Source: an optimization exercise on an open RTL-to-GDS flow (aim: small area, a short achievable clock period and few clock cycles per item). Production flows keep margins and buffers that such runs may drop.
Only simulation tests tie the RTL to the original design; equivalence was not proved.

Design compass_heading_hard_iron_cal, start of the top module:
module compass_heading_hard_iron_cal (
  input  logic               clk,
  input  logic               rst,
  input  logic               sample_valid,
  output logic               sample_ready,
  input  logic [1:0]         action,
  input  logic signed [15:0] mag_x,
  input  logic signed [15:0] mag_y,
  input  logic signed [15:0] mag_z,
  output logic               result_valid,
  input  logic               result_ready,
  output logic [8:0]         heading_deg,
  output logic signed [15:0] offset_x,
  output logic signed [15:0] offset_y,
  output logic signed [15:0] offset_z
);
  localparam int CAP = 19;    
  localparam int QN  = 18;     
  localparam int QW  = 5;     
  localparam int CW  = 5;   
  logic              in_fire;
  assign in_fire = sample_valid && sample_ready;
  logic signed [15:0] mx_x, mx_y, mx_z, mn_x, mn_y, mn_z;
  logic signed [15:0] pe_x, pe_y, pe_z;    
  logic signed [16:0] sum_x, sum_y, sum_z;
  logic signed [16:0] mid_x, mid_y, mid_z;
  logic cal_start, cal_sample, cal_end;
  assign cal_start  = in_fire && (action == 2'd1);
  assign cal_sample = in_fire && (action == 2'd2);
  assign cal_end    = in_fire && (action == 2'd3);
  assign sum_x = {mx_x[15], mx_x} + {mn_x[15], mn_x};
  assign sum_y = {mx_y[15], mx_y} + {mn_y[15], mn_y};
  assign sum_z = {mx_z[15], mx_z} + {mn_z[15], mn_z};
  assign mid_x = (sum_x + {16'd0, sum_x[16]}) >>> 1;
  assign mid_y = (sum_y + {16'd0, sum_y[16]}) >>> 1;
  assign mid_z = (sum_z + {16'd0, sum_z[16]}) >>> 1;
  always_ff @(posedge clk) begin
    if (rst) begin
  ...
For scale: about 9500 cells after synthesis, about 110 I/O pins.
clock: 9.0 ns
lec_check: 0
cap_margin: 0
core_margin: 2
core_utilization: 65
cts_cluster_diameter: 70
cts_cluster_size: 25
setup_slack_margin: 5
slew_margin: 0
run.sh (not shown) runs the stock make flow with config.mk's settings and CLKGATE_MAP_FILE= SYNTH_SCRIPT=/design/flow/synth_recipe.tcl, a recipe that flattens the netlist after the stock synthesis.
The starting point finished clean.
Testbench counts at the start, summed over its fixed seeds: cycles 7,428, items 7,200.
Edit:
Settings changed: CAP_MARGIN 0 to 20, CTS_CLUSTER_DIAMETER 70 to 80, CTS_CLUSTER_SIZE 25 to 30, SLEW_MARGIN 0 to 20.
The new run produced a clean layout.
Via count hardly moves.
Utilization came out lower by 0.60 points.
Final area came out lower by 0.83%.
Global-route usage came out lower by 0.11 points.
Synthesized area does not change.
Worst hold slack gains 0.0069 ns.
Synthesized cell count does not change.
Edit:
Settings changed: CTS_CLUSTER_DIAMETER 80 to 70, CTS_CLUSTER_SIZE 30 to 25.
Effect: Wire length hardly moves. Hold slack gets worse by 0.0069 ns. Global-route usage is higher by 0.11 points. Worst setup slack gets better by 0.014 ns. Sequential cell count does not change. Core utilization is higher by 0.60 points. Die area is unchanged. Synthesized area stays the same. Synthesized cell count does not change.

---

Setup of 02-12:
Another version of the RTL of compass_heading_hard_iron_cal (not shown whole).
Size: roughly 1600 flip-flops, ~0.090 mm^2 of cells after synthesis.
export LEC_CHECK = 0
export CAP_MARGIN = 20
export CORE_MARGIN = 2
export CORE_UTILIZATION = 65
export CTS_CLUSTER_DIAMETER = 70
export CTS_CLUSTER_SIZE = 25
export SETUP_SLACK_MARGIN = 5
export SLEW_MARGIN = 20
create_clock -name core_clock -period 9.0 [get_ports {clk}]
standard.sh (not shown) runs the stock make flow with config.mk's settings and CLKGATE_MAP_FILE= SYNTH_SCRIPT=/design/flow/synth_recipe.tcl, a recipe that flattens the netlist after the stock synthesis.
==> flow/flow/run.sh <==
#!/bin/bash
set -o pipefail
bash standard.sh SETUP_SLACK_MARGIN=5.7 finish > standard_flow.log 2>&1
Testbench counts of 02-12, summed over its fixed seeds: cycles 7,440, items 7,200.
[inputs] 04-13 vs 02-12
# 02-12
export LEC_CHECK = 0
export CAP_MARGIN = 20
export CORE_MARGIN = 2
export CORE_UTILIZATION = 65
export CTS_CLUSTER_DIAMETER = 70
export CTS_CLUSTER_SIZE = 25
export SETUP_SLACK_MARGIN = 5
export SLEW_MARGIN = 20
create_clock -name core_clock -period 9.0 [get_ports {clk}]
# 04-13
export LEC_CHECK = 0
export CAP_MARGIN = 20
export CORE_MARGIN = 2
export CORE_UTILIZATION = 60
export CTS_CLUSTER_DIAMETER = 70
export CTS_CLUSTER_SIZE = 25
export SETUP_SLACK_MARGIN = 5
export SLEW_MARGIN = 20
create_clock -name core_clock -period 9.0 [get_ports {clk}]
==> flow/run.sh (new file) <==
#!/bin/bash
# synth_recipe.tcl (not shown) runs the flow's synth.tcl, then flattens the netlist and writes it again
# the make line also repeats each setting of config.mk as NAME=value (left out here)
make -C /OpenROAD-flow-scripts/flow DESIGN_CONFIG=/design/flow/config.mk WORK_HOME=/design/flow/orfs CLKGATE_MAP_FILE= SYNTH_SCRIPT=/design/flow/synth_recipe.tcl finish
removed: flow/flow/run.sh
removed: flow/standard.sh
Results
- 02-12 has higher multi-input gate area in the final layout than 04-13.
- Diff 02-12 -> 04-13: hold-critical path depth neither gained nor lost much; met3 usage fell by 1.8 points.
- Compared with 02-12, in 04-13 cell area now sits lower; area growth from synthesis to layout now smaller; buffer and inverter count on the worst path went up by 3; setup slack went down.
- Of 04-13 and 02-12, the run reporting the lower part of the cycle the worst path needs was 02-12.

## what the ideal ports hide
How much do the figures lean on ideal ports? The routed layouts below were timed once more, with nothing changed but the port constraints.
Step 1, drivers: a clkbuf_16 drives clk and a buf_2 each remaining input, both assumed.
Step 2, shift: input delay + t, output delay - t, t = (earliest + latest rising clock arrival at the registers) / 2. This alone moves slack from input paths to output paths.
Three values: no drivers, after step 1, after step 2; two values: the first two.
| run | t, ns | setup slack, ns | worst setup path at the end | worst register clock-pin slew, ns | worst slew at a driven data input, ns |
|---|---|---|---|---|---|
| the first run of note 1 | 0.829 | 5.088 / 5.088 / 4.329 | input to register | 0.10 / 0.10 | 0.07 |
| the second run of note 1 | 0.810 | 5.074 / 5.074 / 4.362 | input to register | 0.11 / 0.11 | 0.07 |
| the third run of note 1 | 0.831 | 5.088 / 5.088 / 4.329 | input to register | 0.10 / 0.10 | 0.07 |
| 02-12 | 0.841 | 5.208 / 5.208 / 4.944 | input to register | 0.10 / 0.10 | 0.06 |
| 04-13 | 0.836 | 5.007 / 5.007 / 4.626 | input to register | 0.09 / 0.09 | 0.14 |
After both steps every run listed still meets setup and hold.
